Context: an optimization exercise on an open-source flow, tuned for small area, a short achievable clock period and few clock cycles per item. The choices shown serve that exercise and are no tape-out recipe. The RTL was checked by simulation tests, not by an equivalence proof against the original design. Power and IR drop assume default switching activity.

build 85:
Design skinny_core, start of the top module:
module skinny_core (
   input  wire logic                     clk,
   input  wire logic                     rst,
   input  wire logic                     start,
   input  wire skinny_data_pkg::block_t  plaintext,
   input  wire logic [383:0]             tweakey,
   output logic                          busy,
   output logic                          done,
   output skinny_data_pkg::block_t       ciphertext
);
For scale: ~2000 cells after synthesis, roughly 520 flip-flops, about 650 I/O pins, roughly 21000 sq um of cells after synthesis.
clock: 4.5 ns
lec_check: 0
cap_margin: 20
core_area: 2.3 2.72 192.7 192.3
cts_buf_list: sky130_fd_sc_hd__clkbuf_16
cts_cluster_diameter: 100
cts_cluster_size: 24
die_area: 0 0 195 195
setup_slack_margin: 2.4
slew_margin: 20
synth_hierarchical: 1
synth_minimum_keep_size: 0
standard.sh (not shown) runs the stock make flow with config.mk's settings and CLKGATE_MAP_FILE= SYNTH_SCRIPT=/design/flow/synth_recipe.tcl, a recipe that flattens the netlist after the stock synthesis.
==> flow/flow/run.sh <==
#!/bin/bash
set -euo pipefail
bash standard.sh "BUFFER_PORTS_ARGS=-buffer_cell sky130_fd_sc_hd__buf_1" finish > standard_flow.log 2>&1
Testbench counts of build 85, summed over its fixed seeds: cycles 16,120, items 384.
Edits applied to the flow inputs when going from build 85 to build 96:
- PLACE_DENSITY: unset -> 0.9
- SETUP_SLACK_MARGIN: 2.4 -> 2.2
==> run notes <==
Status | build 85 and build 96 | clean. Changes observed in build 96 relative to build 85: number of non-clock buffers moved down, final area moved down, growth of design area from synthesis to finish moved down, final hold slack level, count of clock-net buffers in the final layout moved down. Compared with build 85, build 96 is more frugal on power. Wire length of the first global-routing pass (lower): build 96. Diff build 85 -> build 96 | number of cells in the finished layout apart from fillers | decrease of 71. Delta (build 96 minus build 85): number of nets in the final layout decreased by 59 relative to the old numbers, wire length decreased by about 2.4% relative to the old numbers, proportion of cell area occupied by registers increased by 1.5 points relative to the old numbers.
Inputs modified between build 96 and build 75:
- clearing PLACE_DENSITY, which used to be 0.9
Findings:
Final cell utilization of the core across build 75 and build 96: no real change.
Setup slack: build 75 less than build 96
Build 75 against build 96: pre-CTS setup slack picked up an extra 0.049 ns, total number of cells along the worst setup path rose 6, layout overhead on the synthesized area stayed essentially flat, gate count after technology mapping essentially unchanged.
Looking at final hold slack, build 75 sits 0.0035 ns above build 96.
Sort build 75 and build 96 by non-clock buffer count, descending, and build 75 comes first.
Total power: build 75 < build 96
What build 14 does differently from build 75 at the input level:
- setting PLACE_DENSITY to 0.8 for the first time
- changing CTS_CLUSTER_SIZE from 24 to 28
Findings:
Looking only at worst endpoint data arrival time, and setting everything else aside, the higher value of build 75 and build 14 goes to build 75.
Signed area change from the synthesized netlist to the final layout (lower): build 14
Taking build 75 as the reference, in build 14 count of placed standard cells in the final layout, fillers left out ~0 delta, fraction of layout instances using a drive strength above 1 decreased by 0.45 points relative to the old numbers, final area has remained practically unchanged, share of the cycle needed by the critical path after routing saw a decrease, clock insertion delay at the later pin of the skew report went down by 0.03 ns.
Delta (build 14 minus build 75): simple-gate share of the synthesized area saw little to no change, power spent charging and discharging nets now sits higher, number of nets in the finished design neither gained nor lost much.
Build 75 has a higher endpoint required time on the critical path than build 14.

========
run A:
Another version of the RTL of skinny_core (not shown whole).
Size in the first run: roughly 520 flip-flops, roughly 650 I/O pins, roughly 0.021 mm² of cells after synthesis.
export LEC_CHECK = 0
export ABC_AREA = 1
export CAP_MARGIN = 20
export CORE_MARGIN = 2
export CORE_UTILIZATION = 55
export CTS_BUF_LIST = sky130_fd_sc_hd__clkbuf_16
export CTS_CLUSTER_DIAMETER = 100
export CTS_CLUSTER_SIZE = 24
export SETUP_SLACK_MARGIN = 2.0
export SLEW_MARGIN = 20
create_clock -name core_clock -period 4.5 [get_ports {clk}]
Scripts as last shown in full above: flow/flow/run.sh
Run A was carried through to the last stage, and its layout satisfied the timing, design-rule and antenna checks.
Testbench counts of run A, summed over its fixed seeds: cycles 16,120, items 384.
diff inputs: run A => run B
- CORE_MARGIN removed (was 2)
- ABC_AREA removed (was 1)
- CORE_UTILIZATION removed (was 55)
- DIE_AREA newly set to 0 0 195 195
- SETUP_SLACK_MARGIN changed from 2.0 to 2.45
- CORE_AREA newly set to 2.3 2.72 192.7 192.3
--- outcome ---
Run B vs. run A: layout sequential cell count barely changed; net switching component of the power increased by 0.69 mW relative to the old numbers; smallest setup slack after layout now smaller; count of vias placed by the detailed router shows a reduction of about 6%.
Input changes introduced in run C (baseline for comparison: run B):
- DIE_AREA: 0 0 195 195 -> unset
- SETUP_SLACK_MARGIN: 2.45 -> 2.0
- CORE_UTILIZATION: unset -> 55
- CORE_AREA: 2.3 2.72 192.7 192.3 -> unset
- CORE_MARGIN: unset -> 2
[summary]
Between run C and run B, the difference in die area is negligible.
[compare] base=run B new=run C: worst-case vdd ir drop decreased by about 19% relative to the old numbers; post-route total power decreased by 12% relative to the old numbers; proportion of power drawn by the clock network increased by 1.5 points relative to the old numbers.
Comparing run C with run B, the total wirelength of the detailed-routed design came out essentially unchanged.
[compare] base=run B new=run C: number of ordinary and repair buffers in the finished layout lower; violation count after the first detailed-routing iteration higher.

========
Starting RTL as in the previous note.
Settings: LEC_CHECK=0, CAP_MARGIN=20, CORE_MARGIN=2, CORE_UTILIZATION=65, SETUP_SLACK_MARGIN=2.2, SLEW_MARGIN=20; clock period 4.5 ns.
Scripts as last shown in full above: flow/flow/run.sh
The first run ended with an error in 3_2_place_iop, error PPL-0024.
Testbench counts at the start, summed over its fixed seeds: cycles 16,120, items 384.
Then changed:
--- a/flow/config.mk
+++ b/flow/config.mk
@@ -10,2 +10,2 @@
-export CORE_UTILIZATION = 65
-export SETUP_SLACK_MARGIN = 2.2
+export CORE_UTILIZATION = 40
+export SETUP_SLACK_MARGIN = 2.5
After rerunning: Now the flow finished with timing, DRC and antenna clean. Synthesized cell count does not change. Area after synthesis is unchanged.

========
skinny_core with an RTL version that a note above also has.
Size in the first run: roughly 520 flip-flops, ~21000 sq um of cells after synthesis.
==> flow/config.mk <==
export PLATFORM = sky130hd
export DESIGN_NAME = skinny_core
export DESIGN_NICKNAME = skinny_core
export VERILOG_FILES = /design/flow/design.v
export SDC_FILE = /design/flow/constraint.sdc
export NUM_CORES = 4
export LEC_CHECK = 0
export CAP_MARGIN = 20
export CORE_AREA = 2.3 2.72 183.7 183.3
export CTS_BUF_LIST = sky130_fd_sc_hd__clkbuf_16
export CTS_CLUSTER_DIAMETER = 100
export CTS_CLUSTER_SIZE = 24
export DIE_AREA = 0 0 186 186
export PLACE_DENSITY = 0.8
export SETUP_SLACK_MARGIN = 2.2
export SLEW_MARGIN = 20
export SYNTH_HIERARCHICAL = 1
export SYNTH_MINIMUM_KEEP_SIZE = 0
==> flow/constraint.sdc <==
create_clock -name core_clock -period 4.5 [get_ports {clk}]
set_input_delay 0.9000 -clock core_clock [delete_from_list [all_inputs] [get_ports {clk}]]
set_output_delay 0.9000 -clock core_clock [all_outputs]
set_load 0.01 [all_outputs]
Scripts as last shown in full above: flow/flow/run.sh
Testbench counts at the start, summed over its fixed seeds: cycles 16,120, items 384.
Then changed:
Settings changed: CORE_AREA 2.3 2.72 183.7 183.3 to 2.3 2.72 192.7 192.3, DIE_AREA 0 0 186 186 to 0 0 195 195, SETUP_SLACK_MARGIN 2.2 to 2.3.
After rerunning: The changed run completed with no timing, DRC or antenna violations; critical path depth rises by 6; sequential cell count stays the same; die area rises by about 10%; utilization falls by 5.0 points.
Then changed:
Settings changed: SETUP_SLACK_MARGIN 2.3 to 2.2.
What happened: The changed run produced a clean layout; global-route usage shrinks by 0.31 points; design area went down by 2.0%; non-clock buffer count fell by 26; count of clock-buffer cells in the layout does not change; first-iteration DRC count came out higher by 0.39%; power shrinks by about 4.4%; die area is unchanged; utilization shrinks by 1.4 points.
Then changed:
Settings changed: PLACE_DENSITY 0.8 to unset, SETUP_SLACK_MARGIN 2.2 to 2.3.
=> Sequential share of layout area went down by 0.70 points. Cell area went up by 2.4%. Routed wire length went down by 1.4%. Setup slack degrades by 15 ps. Power went up by 3.5%. Critical path depth went up by 8. Non-clock buffer count went up by 30. Maximum frequency went down by 0.67%. Combinational power went up by about 6%. Worst hold slack stays flat.

-- port drivers added, routing unchanged --
In the flow no input, the clock included, has a driving cell. The finished layouts below were timed again as built, in two steps. Step 1 sets driving cells, clkbuf_16 on the clock port and buf_2 on the other inputs (assumed; they add their load-dependent delay and slew). Step 2 adds t to the input delays and takes it off the output delays; t is the mean of the earliest and latest rising clock arrival at the registers after step 1. Input paths then give back, and output paths get back, about the clock's delay inside the block. Three values: ideal ports, drivers, drivers and shift; two values: the first two.
run | shift t [ns] | setup slack, ns | hold WS [ns] | worst setup path after step 2
build 85 | 0.647 | 2.235 / 2.235 / 2.235 | 0.420 / 0.420 / 0.420 | register to register
build 96 | 0.624 | 2.206 / 2.147 / 2.234 | 0.419 / 0.419 / 0.419 | register to register
build 75 | 0.638 | 2.191 / 2.160 / 2.191 | 0.423 / 0.423 / 0.423 | register to register
build 14 | 0.613 | 2.218 / 2.160 / 2.226 | 0.416 / 0.416 / 0.416 | register to register
run A | 0.655 | 2.100 / 2.074 / 2.100 | 0.395 / 0.395 / 0.395 | register to register
run B | 0.645 | 1.956 / 1.956 / 1.956 | 0.406 / 0.406 / 0.406 | register to register
run C | 0.649 | 1.953 / 1.953 / 1.953 | 0.413 / 0.413 / 0.413 | register to register
the second run of note 3 | 0.691 | 1.998 / 1.998 / 1.998 | 0.402 / 0.395 / 0.402 | register to register
the first run of note 4 | 0.639 | 2.214 / 2.157 / 2.221 | 0.411 / 0.411 / 0.411 | register to register
the second run of note 4 | 0.614 | 2.247 / 2.247 / 2.247 | 0.413 / 0.413 / 0.413 | register to register
the third run of note 4 | 0.617 | 2.233 / 2.174 / 2.243 | 0.420 / 0.420 / 0.420 | register to register
the fourth run of note 4 | 0.633 | 2.217 / 2.217 / 2.217 | 0.421 / 0.421 / 0.421 | register to register
After both steps setup and hold are still met in every run listed.
